Source: an optimization exercise on an open RTL-to-GDS flow (aim: small area). Production flows keep margins and buffers that such runs may drop.
Function was checked by simulation only, so behaviour that the tests miss may differ from the original.
Power and IR drop assume default switching activity. The clock port is modelled as an ideal driver; clocking choices that lean on that would not hold on a real chip.

## us_frontend_top
module us_frontend_top (
	input logic clock_50,
	input logic rst_n,
	input logic [6-1:0] s_awaddr,
	input logic s_awvalid,
	output logic s_awready,
	input logic [32-1:0] s_wdata,
	input logic [32/8-1:0] s_wstrb,
	input logic s_wvalid,
	output logic s_wready,
	output logic [1:0] s_bresp,
	output logic s_bvalid,
	input logic s_bready,
	input logic [6-1:0] s_araddr,
	input logic s_arvalid,
	output logic s_arready,
	output logic [32-1:0] s_rdata,
	output logic [1:0] s_rresp,
	output logic s_rvalid,
	input logic s_rready,
	output logic bf_spi_cs_n,
	output logic bf_spi_sck,
	output logic bf_spi_sdo,
	input logic bf_spi_sdi,
	output logic bf_tx_en,
	output logic bf_reset,
	output logic pulser_en,
	output logic txrx_spi_en,  
	output logic txrx_sw_off,
	output logic [11-1:0] mux_cnt,
	output logic fifo_en  
);
Size: ~1500 cells after synthesis, roughly 120 I/O pins, ~21000 µm² of cells after synthesis.
export LEC_CHECK = 0
export CAP_MARGIN = 20
export CORE_MARGIN = 2
export CORE_UTILIZATION = 60
export SLEW_MARGIN = 20
create_clock -name core_clock -period 10.0 [get_ports {clock_50}]
standard.sh (not shown) runs the stock make flow with config.mk's settings and CLKGATE_MAP_FILE= SYNTH_SCRIPT=/design/flow/synth_recipe.tcl, a recipe that flattens the netlist after the stock synthesis.
==> flow/flow/run.sh <==
#!/bin/bash
# The standard layout, with three changes:
#  - after the standard synthesis, the gates between the registers are re-mapped by ABC
#    for area (reabc.tcl); every register keeps its instance, name and cell
#  - port buffers use the small sky130_fd_sc_hd__buf_1 (every port is still buffered)
#  - CTS clusters up to 30 sinks per leaf buffer and inserts no dummy loads
set -euo pipefail
export BUFFER_PORTS_ARGS="-buffer_cell sky130_fd_sc_hd__buf_1"
export CTS_ARGS="-sink_clustering_enable -repair_clock_nets -sink_clustering_size 30 -sink_clustering_max_diameter 100 -dont_use_dummy_load"

bash standard.sh synth > synth.log 2>&1

R=orfs/results/$FLOW_PLATFORM/us_frontend_top/base
cp $R/1_2_yosys.v std_1_2_yosys.v
export REABC_IN=std_1_2_yosys.v
export REABC_OUT=$R/1_2_yosys.v
export REABC_LIB=$FLOW_HOME/platforms/$FLOW_PLATFORM/lib/sky130_fd_sc_hd__tt_025C_1v80.lib
export REABC_SCRIPT=$(pwd)/flow/reabc.abc
export REABC_DONT_USE="$(grep -o -- '-dont_use [^ ]*' orfs/logs/$FLOW_PLATFORM/us_frontend_top/base/1_2_yosys.log | awk '{print $2}' | sort -u | tr '\n' ' ')"
yosys -c flow/reabc.tcl -l reabc.log > reabc.out 2>&1
rm -f $R/1_synth.odb $R/1_synth.sdc

bash standard.sh > standard.log 2>&1
Other scripts of this flow, unchanged in this note and not shown: flow/flow/reabc.abc, flow/flow/reabc.tcl
The baseline produced a clean layout.
Then changed:
- CORE_UTILIZATION: 60 -> 70
First-iteration DRC count went up by 24%.
Global-route usage went up by 5.8 points.
Flip-flop and latch count stays the same.
Via count went up by 2.4%.
Register-to-register slack degrades by 0.22 ns.
Worst setup slack degrades by 0.22 ns.
Wire length went down by 1.2%.
Count of clock-buffer cells in the layout is unchanged.
Power stays flat.
Non-clock buffer count went down by 4.
Then changed:
- CAP_MARGIN: 20 -> 5
- CORE_UTILIZATION: 70 -> 60
- GPL_TIMING_DRIVEN: not set -> 0
- SLEW_MARGIN: 20 -> 5
What happened:
- total power barely changes
- combinational power increases slightly
- setup slack gets worse by 0.29 ns
- non-clock buffer count rose by 18
- via count shrinks by a few percent

---

== the previous run ==
Another version of the RTL of us_frontend_top (not shown whole).
Size in the first run: roughly 1700 cells after synthesis, roughly 530 flip-flops, about 23000 µm² of cells after synthesis.
export LEC_CHECK = 0
export CAP_MARGIN = 20
export CORE_MARGIN = 2
export CORE_UTILIZATION = 60
export SLEW_MARGIN = 20
create_clock -name core_clock -period 10.0 [get_ports {clock_50}]
==> flow/flow/run.sh <==
#!/bin/bash
set -euo pipefail
export BUFFER_PORTS_ARGS="-buffer_cell sky130_fd_sc_hd__buf_1"
export CTS_ARGS="-sink_clustering_enable -repair_clock_nets -sink_clustering_size 30 -sink_clustering_max_diameter 100 -dont_use_dummy_load"
bash standard.sh > standard.log 2>&1
Edits applied to the flow inputs when going from the previous run to the current run:
- CTS_CLUSTER_DIAMETER now 100, previously not set
- CTS_CLUSTER_SIZE now 30, previously not set
==> flow/run.sh (new file) <==
#!/bin/bash
# synth_recipe.tcl (not shown) runs the flow's synth.tcl, then flattens the netlist and writes it again
# the make line also repeats each setting of config.mk as NAME=value (left out here)
make -C /OpenROAD-flow-scripts/flow DESIGN_CONFIG=/design/flow/config.mk WORK_HOME=/design/flow/orfs CLKGATE_MAP_FILE= SYNTH_SCRIPT=/design/flow/synth_recipe.tcl finish
removed: flow/flow/run.sh
removed: flow/standard.sh
==> comparison <==
Diff the previous run -> the current run | worst-case hold slack | decrease of 0.0097 ns
Power share of the combinational group up 0.3 points in the current run wrt the previous run
Share of the cycle needed by the critical path after routing for the current run: 5.1 points up relative to the previous run

---

us_frontend_top, a different RTL version from the one above (not shown whole).
For scale: about 1600 cells after synthesis, roughly 0.020 mm^2 of cells after synthesis.
==> flow/config.mk <==
export PLATFORM = sky130hd
export DESIGN_NAME = us_frontend_top
export DESIGN_NICKNAME = us_frontend_top
export VERILOG_FILES = /design/flow/design.v
export SDC_FILE = /design/flow/constraint.sdc
export NUM_CORES = 4
export LEC_CHECK = 0
export CAP_MARGIN = 20
export CORE_MARGIN = 2
export CORE_UTILIZATION = 70
export PLACE_DENSITY = 0.85
export SLEW_MARGIN = 20
==> flow/constraint.sdc <==
create_clock -name core_clock -period 10.0 [get_ports {clock_50}]
set_input_delay 2.0000 -clock core_clock [delete_from_list [all_inputs] [get_ports {clock_50}]]
set_output_delay 2.0000 -clock core_clock [all_outputs]
set_load 0.01 [all_outputs]
==> flow/flow/run.sh <==
#!/bin/bash
# The standard layout, with three changes:
#  - after the standard synthesis, the gates between the registers are re-mapped by ABC
#    for area (reabc.tcl); every register keeps its instance, name and cell
#  - port buffers use the small sky130_fd_sc_hd__buf_1 (every port is still buffered)
#  - CTS clusters up to 30 sinks per leaf buffer and inserts no dummy loads
set -euo pipefail
export BUFFER_PORTS_ARGS="-buffer_cell sky130_fd_sc_hd__buf_1"
export CTS_ARGS="-sink_clustering_enable -repair_clock_nets -sink_clustering_size 30 -sink_clustering_max_diameter 100 -dont_use_dummy_load"

bash standard.sh synth > synth.log 2>&1

R=orfs/results/$FLOW_PLATFORM/us_frontend_top/base
cp $R/1_2_yosys.v std_1_2_yosys.v
export REABC_IN=std_1_2_yosys.v
export REABC_OUT=$R/1_2_yosys.v
export REABC_LIB=$FLOW_HOME/platforms/$FLOW_PLATFORM/lib/sky130_fd_sc_hd__tt_025C_1v80.lib
export REABC_SCRIPT=$(pwd)/flow/reabc.abc
export REABC_DONT_USE="$(grep -o -- '-dont_use [^ ]*' orfs/logs/$FLOW_PLATFORM/us_frontend_top/base/1_2_yosys.log | awk '{print $2}' | sort -u | tr '\n' ' ')"
yosys -c flow/reabc.tcl -l reabc.log > reabc.out 2>&1
rm -f $R/1_synth.odb $R/1_synth.sdc

bash standard.sh > standard.log 2>&1
==> flow/flow/reabc.abc <==
strash
&get -n
&deepsyn -T 60
&put
dch -f
amap -F 20 -A 30 -C 5000
topo
Other scripts of this flow, unchanged in this note and not shown: flow/flow/reabc.tcl
==> next run, changes <==
- PLACE_DENSITY: 0.85 -> default
Worst setup slack improved by 0.064 ns. Hold slack improved by 0.019 ns. Power hardly moves. Fmax came out higher by 1.1%. First-iteration DRC count came out higher by 6.8%. Final cell count stays the same. Count of clock-buffer cells in the layout stays the same. Design area barely changes. Routed wire length came out higher by 1.4%. Via count came out higher by 0.94%. Non-clock buffer count came out higher by 1.
==> next run, changes <==
==> flow/flow/reabc.abc (replaced) <==
strash
 &get -n
 &deepsyn -T 60
 &put
 dch -f
 amap -F 20 -A 30 -C 5000
 topo
 strash
 dch -f
 amap -F 20 -A 30 -C 5000
 topo
Effect: Routed wire length climbs by 9.0%. Clock skew drops by 0.036 ns. Sequential cell count is unchanged. Setup slack degrades by 1.8 ns.

==> static timing again, ports no longer ideal <==
In the flow no input, the clock included, has a driving cell. The finished layouts below were timed again as built, in two steps. Step 1: set_driving_cell puts a clkbuf_16 on clock_50 and a buf_2 on each other input, an assumption about the parent block. Step 2 times the ports against the registers' clock, not the clock port: input delays grow and output delays shrink by t, the midpoint of the rising clock arrivals with the driver on. a / b / c = ideal ports / drivers / drivers and shift; a / b = the first two.
run	shift t [ns]	setup slack, ns	worst setup path at the end	latest minus earliest clock arrival (ns)	pins driven straight from the clock port
the first run of note 1	0.611	4.227 / 4.227 / 4.227	register to register	0.029 / 0.029	1
the second run of note 1	0.601	4.010 / 4.010 / 4.010	register to register	0.042 / 0.042	1
the third run of note 1	0.610	3.720 / 3.720 / 3.720	register to register	0.026 / 0.026	1
the previous run	0.605	4.143 / 4.091 / 4.695	register to output	0.024 / 0.025	1
the current run	0.612	3.629 / 3.572 / 4.184	register to output	0.030 / 0.030	1
the first run of note 3	0.589	4.322 / 4.322 / 4.322	register to register	0.060 / 0.060	1
the second run of note 3	0.584	4.386 / 4.386 / 4.386	register to register	0.060 / 0.061	1
the third run of note 3	0.604	2.593 / 2.593 / 2.593	register to register	0.024 / 0.024	1
After both steps every run listed still meets setup and hold.
